Source: an optimization exercise on an open RTL-to-GDS flow (aim: small area, a short achievable clock period and few clock cycles). Production flows keep margins and buffers that such runs may drop. The RTL was checked by simulation tests, not by an equivalence proof against the original design. No activity file was given, so power comes from the tool's default toggle rates.

[flow/constraint.sdc]
create_clock -name core_clock -period 10.0 [get_ports {clk}]
set_input_delay 2.0000 -clock core_clock [delete_from_list [all_inputs] [get_ports {clk}]]
set_output_delay 2.0000 -clock core_clock [all_outputs]
set_load 0.01 [all_outputs]
[flow/run.sh]
#!/bin/bash
# synth_recipe.tcl (not shown) runs the flow's synth.tcl, then flattens the netlist and writes it again
# the make line also repeats each setting of config.mk as NAME=value (left out here)
make -C /OpenROAD-flow-scripts/flow DESIGN_CONFIG=/design/flow/config.mk WORK_HOME=/design/flow/orfs CLKGATE_MAP_FILE= SYNTH_SCRIPT=/design/flow/synth_recipe.tcl finish
[flow/config.mk]
export PLATFORM = sky130hd
export DESIGN_NAME = comp_step_engine
export DESIGN_NICKNAME = comp_step_engine
export VERILOG_FILES = /design/flow/design.v
export SDC_FILE = /design/flow/constraint.sdc
export NUM_CORES = 4
export LEC_CHECK = 0
export CAP_MARGIN = 20
export CORE_MARGIN = 2
export CORE_UTILIZATION = 20
export SLEW_MARGIN = 20
[flow/design.v]
module comp_step_engine #(
    parameter int STATE_BYTES = 16,
    parameter int ROM_BYTES   = 82,
    parameter int ADDR_W      = 8,
    parameter int CNT_W       = 8
) (
    input  logic                     clk,
    input  logic                     rst,
    input  logic [8*ROM_BYTES-1:0]   rom,
    input  logic                     cmd_valid,
    output logic                     cmd_ready,
    input  logic [1:0]               cmd_op,
    input  logic                     cmd_rule,
    input  logic [ADDR_W-1:0]        cmd_addr,
    input  logic [CNT_W-1:0]         cmd_count,
    output logic                     busy,
    output logic                     done,
    output logic                     match,
    output logic                     err,
    output logic [8*STATE_BYTES-1:0] state_out
);
    localparam int N = 8 * STATE_BYTES;
    localparam logic [1:0] OP_LOAD    = 2'd0;
    localparam logic [1:0] OP_STEP    = 2'd1;
    localparam logic [1:0] OP_COMPARE = 2'd2;
    typedef enum logic {IDLE = 1'b0, RUN = 1'b1} fsm_t;
    fsm_t             fsm_q, fsm_d;
    logic [N-1:0]     cells_q, cells_d;
    logic [CNT_W-1:0] cnt_q, cnt_d;
    logic             rule_q, rule_d;
    logic             match_q, match_d;
    logic             done_q, done_d;
    logic             err_q, err_d;
    logic [N-1:0]     window;
    logic [N-1:0]     next_gen;
    logic             accept;
    assign cmd_ready = (fsm_q == IDLE);
    assign busy      = (fsm_q == RUN);
    assign accept    = cmd_valid & cmd_ready;
    assign done      = done_q;
    assign err       = err_q;
    assign match     = match_q;
    assign state_out = cells_q;
    always_comb begin : rom_window
        logic [31:0] idx;
        window = '0;
        for (int j = 0; j < STATE_BYTES; j++) begin
            idx = 32'(cmd_addr) + 32'(j);
            if (idx < 32'(ROM_BYTES)) begin
                window[8*j +: 8] = rom[idx*8 +: 8];
            end
        end
    end
    always_comb begin
        next_gen = '0;
        for (int i = 0; i < N; i++) begin
            if (rule_q) begin
                next_gen[i] = cells_q[(i + N - 1) % N] ^ cells_q[(i + 1) % N];
            end else begin
                next_gen[i] = cells_q[(i + N - 1) % N] ^ (cells_q[i] & cells_q[(i + 1) % N]);
            end
        end
    end
    always_comb begin
        fsm_d   = fsm_q;
        cells_d = cells_q;
        cnt_d   = cnt_q;
        rule_d  = rule_q;
        match_d = match_q;
        done_d  = 1'b0;
        err_d   = 1'b0;
        unique case (fsm_q)
            IDLE: begin
                if (accept) begin
                    unique case (cmd_op)
                        OP_LOAD: begin
                            cells_d = window;
                            done_d  = 1'b1;
                        end
                        OP_STEP: begin
                            if (cmd_count == '0) begin
                                done_d = 1'b1;
                            end else begin
                                fsm_d  = RUN;
                                cnt_d  = cmd_count;
                                rule_d = cmd_rule;
                            end
                        end
                        OP_COMPARE: begin
                            match_d = (cells_q == window);
                            done_d  = 1'b1;
                        end
                        default: begin
                            done_d = 1'b1;
                            err_d  = 1'b1;
                        end
                    endcase
                end
            end
            RUN: begin
                cells_d = next_gen;
                cnt_d   = cnt_q - 1'b1;
                if (cnt_q == CNT_W'(1)) begin
                    fsm_d  = IDLE;
                    done_d = 1'b1;
                end
            end
            default: fsm_d = IDLE;
        endcase
    end
    always_ff @(posedge clk or posedge rst) begin
        if (rst) begin
            fsm_q   <= IDLE;
            cells_q <= '0;
            cnt_q   <= '0;
            rule_q  <= 1'b0;
            match_q <= 1'b0;
            done_q  <= 1'b0;
            err_q   <= 1'b0;
        end else begin
            fsm_q   <= fsm_d;
            cells_q <= cells_d;
            cnt_q   <= cnt_d;
            rule_q  <= rule_d;
            match_q <= match_d;
            done_q  <= done_d;
            err_q   <= err_d;
        end
    end
endmodule
==> run summary <==
largest net degree at the start of global routing 150; Synth top area share 0.208; Iter 0 DRT Violations 14,000; ranking of synthesized cells by area mux4_2, mux2i_1, mux2_2; Fin Setup TNS 0 ns; Core ar. 264,000 µm²; crit path DAT 8.64 ns; R2R depth 10; initial antenna violation count 130; RR Endpoint match_q$_DFFE_PP0P_; share of the yosys chip area belonging to registers 0.0665; critical path class primary input to flip-flop; synthesis warning total 1; CTS tree done; fmax 0.121 GHz; H-tree depth 4; post-CTS setup buffer count 0; Worst IR Drop VDD 0.145 mV; Slew Limit Fails 0; vias in the first global route 66,900; Post-synth EDFFs 0; Sink Count 141; layout cell share with drive strength beyond 1 0.216; hold_buf cts 0; Mapped Cells 6,304; Lkg Pwr 23.4 nW; row cnt 189; Routed Antenna Nets 0; ys async rst share 1.00; mapped cell area 53,000 µm²; synthesis-to-finish area growth 25.3%; Pwr Density 171 nW/µm²; Mapped Nets 6,994; Placer Congestion 1.11; startpoint types primary input; first-pass GRT wire length 746,000 µm; Post-route DRC 0; most area-hungry cell type in the Yosys netlist mux4_2; Yosys cell types 104; nets 7,547; Clock Skew 0.0290 ns; root buffer cell clkbuf_16; post-DR wirelength/cell 56.3 µm; Worst Path Required 10.40 ns; gr usage total 0.418; Detailed Routing Iterations Pass 1 12; I/O pins 811; Die H 519 µm; Hold WS 0.541 ns; CP Capture Point match_q$_DFFE_PP0P_; Reg-to-Reg Start fsm_q$_DFF_PP0_; Vias 73,700; Max Fanout on Critical Path 120; die width 519 µm; RSZ-0062 raised after global routing no; most instantiated library cell after synthesis mux2i_1; Clock Path Buffers 2; Hold Fails Final Rpt 0; drt total wl 590,000 µm; Avg Inst Size Synth 8.42 µm²; period utilization 0.824; Worst Setup End Kind flip-flop; r2r setup slk 5.61 ns; Num CTS Buffers 17; post-CTS resize count 0; Slew @ Worst Pin 1.36 ns; min-delay worst type flip-flop to flip-flop; Port Buffers 810; final setup fails 0; CP startpoint cmd_addr[0]; Max transition margin 0.0642; outcome complete, no violations; Max-Cap Viols 0; CTS clk-pin slew, worst paths 0.07 ns; die area 269,000 µm²; dpl hpwl 473,000 µm; register bit total from synthesis 141; top post-synthesis cells by count mux2i_1, nand2_1, mux4_2, nor2_1, o21ai_0; fin util 0.251; starting density of the core 0.201; Via density 7.03; post-layout min period 8.24 ns; grt total ovfl 0; ys flop type dfrtp_1; Worst-Skew Late Latency 0.52 ns
-- per-layer routing --
metal	vias to the layer above	global-route usage	routed length, µm
li1	26400	-	-
met1	37500	0.518	227000
met2	7820	0.578	232000
met3	1927	0.173	78700
met4	69	0.295	52700
met5	-	0.00711	537
-- logic make-up (layout without fill, tap and decap cells) --
| kind of cell | count (synthesis) | count (layout) | synth area share |
|---|---|---|---|
| other | 0 | 81 | 0 |
| AND/OR/NAND/NOR | 1748 | 1748 | 0.156 |
| XOR/XNOR | 147 | 147 | 0.0243 |
| AO/OA/AOI/OAI | 1988 | 1988 | 0.258 |
| adder cells (fa/ha/maj) | 12 | 12 | 0.00283 |
| multiplexers | 1523 | 1523 | 0.411 |
| flip-flops | 141 | 141 | 0.0665 |
| buffers and inverters | 745 | 1311 | 0.0808 |
-- registers in the layout, indices dropped and copies added, names as in the netlist --
name / cells
done_q: 1
cells_q: 128
err_q: 1
fsm_q: 1
rule_q: 1
cnt_q: 8
match_q: 1
-- layout make-up --
class | count | area, µm²
clock inverter | 14 | 200
inverter | 60 | 243
fill | 28800 | 198000
multi-input combinational | 5418 | 45900
tap | 3533 | 4420
antenna | 81 | 203
timing repair buffer | 1219 | 11500
clock buffer | 18 | 439
sequential | 141 | 3530
-- critical path, cell delays in order --
cell and delay (ns):
buf_8 0.55, buf_12 0.31, buf_16 0.50, buf_4 0.65
mux2_2 0.45, mux2i_1 0.73, o22ai_1 0.29, nor3_1 0.20
o221ai_1 0.58, nand3_1 0.47, nor2_1 0.16, or4_1 0.55
nor4_1 0.35, nand4_1 0.20, o31ai_1 0.26
-- layout by cell type, fill, tap and decap left out, types with 28 or more instances in the layout --
master / instances
a211o_1: 28
nor2_1: 420
nand2b_1: 38
o21ai_0: 411
a2111oi_0: 30
nand2_1: 538
mux4_2: 489
nor3_1: 157
and2_1: 33
inv_1: 52
mux2i_1: 688
diode_2: 81
and3_1: 36
o211ai_1: 68
dfrtp_1: 139
clkdlybuf4s50_1: 802
o22ai_1: 230
xnor2_1: 128
nand3_1: 135
a22oi_1: 175
o31ai_1: 28
o221ai_1: 41
mux2_2: 335
or3_1: 50
a21oi_1: 273
a221oi_1: 84
a22o_1: 47
a211oi_1: 96
nor2b_1: 46
o22a_1: 33
a31oi_1: 49
nor4_1: 40
or2_2: 35
nand4_1: 44
buf_4: 378
-- how the worst min path moves through the flow --
| stage | cells after the start | endpoint | from | slack, ns |
|---|---|---|---|---|
| after floorplan | 1 | cnt_q[4]$_DFFE_PP0P_ | cnt_q[4]$_DFFE_PP0P_ | 0.47 |
| after global placement | 1 | cnt_q[4]$_DFFE_PP0P_ | cnt_q[4]$_DFFE_PP0P_ | 0.50 |
| after detailed placement | 1 | cnt_q[4]$_DFFE_PP0P_ | cnt_q[4]$_DFFE_PP0P_ | 0.53 |
| after CTS | 1 | cnt_q[4]$_DFFE_PP0P_ | cnt_q[4]$_DFFE_PP0P_ | 0.54 |
| after global routing | 1 | cnt_q[4]$_DFFE_PP0P_ | cnt_q[4]$_DFFE_PP0P_ | 0.57 |
| final | 1 | cnt_q[4]$_DFFE_PP0P_ | cnt_q[4]$_DFFE_PP0P_ | 0.54 |
-- power by group --
group / total [W] / switching (W) / internal (W)
combinational: 0.00868 / 0.00561 / 0.00307
clock: 0.000766 / 0.000356 / 0.000410
sequential: 0.00193 / 0.00103 / 0.000892
total: 0.0114 / 0.00700 / 0.00437
-- through the flow --
stage               setup WS, ns  total power, W  instances  instance area, µm²
floorplan                   3.40         0.00533       6304               53000
global placement           0.867          0.0101      10400               65400
detailed placement          1.71          0.0101      10400               65500
CTS                         2.22          0.0109      10400               66200
global route                1.88          0.0114      10400               66300
finish                      1.76          0.0114      10500               66500
Testbench counts, summed over its fixed seeds: cycles 51,166.

[static timing again, ports no longer ideal]
Ports are ideal in the flow. The routed layout listed here was re-timed in OpenROAD.
Step 1 (the two cells are an assumption about what drives the block):
set clk [get_ports {clk}]
set_driving_cell -lib_cell sky130_fd_sc_hd__clkbuf_16 $clk
set_driving_cell -lib_cell sky130_fd_sc_hd__buf_2 [delete_from_list [all_inputs] $clk]
Step 2, shift: input delay + t, output delay - t, t = (earliest + latest rising clock arrival at the registers) / 2. This alone moves slack from input paths to output paths.
a / b / c = ideal / step 1 / step 2; a / b = the first two.
shift t [ns]: 0.554
setup WS [ns]: 1.762 / 1.739 / 1.184
worst setup path after step 2: input to register
clock arrival spread, ns: 0.030 / 0.031
worst slew at a driven data input, ns: 0.27
After both steps setup and hold are still met in this run. The setup slack of this run moves by -0.023 ns with the drivers and by -0.578 ns with both steps.
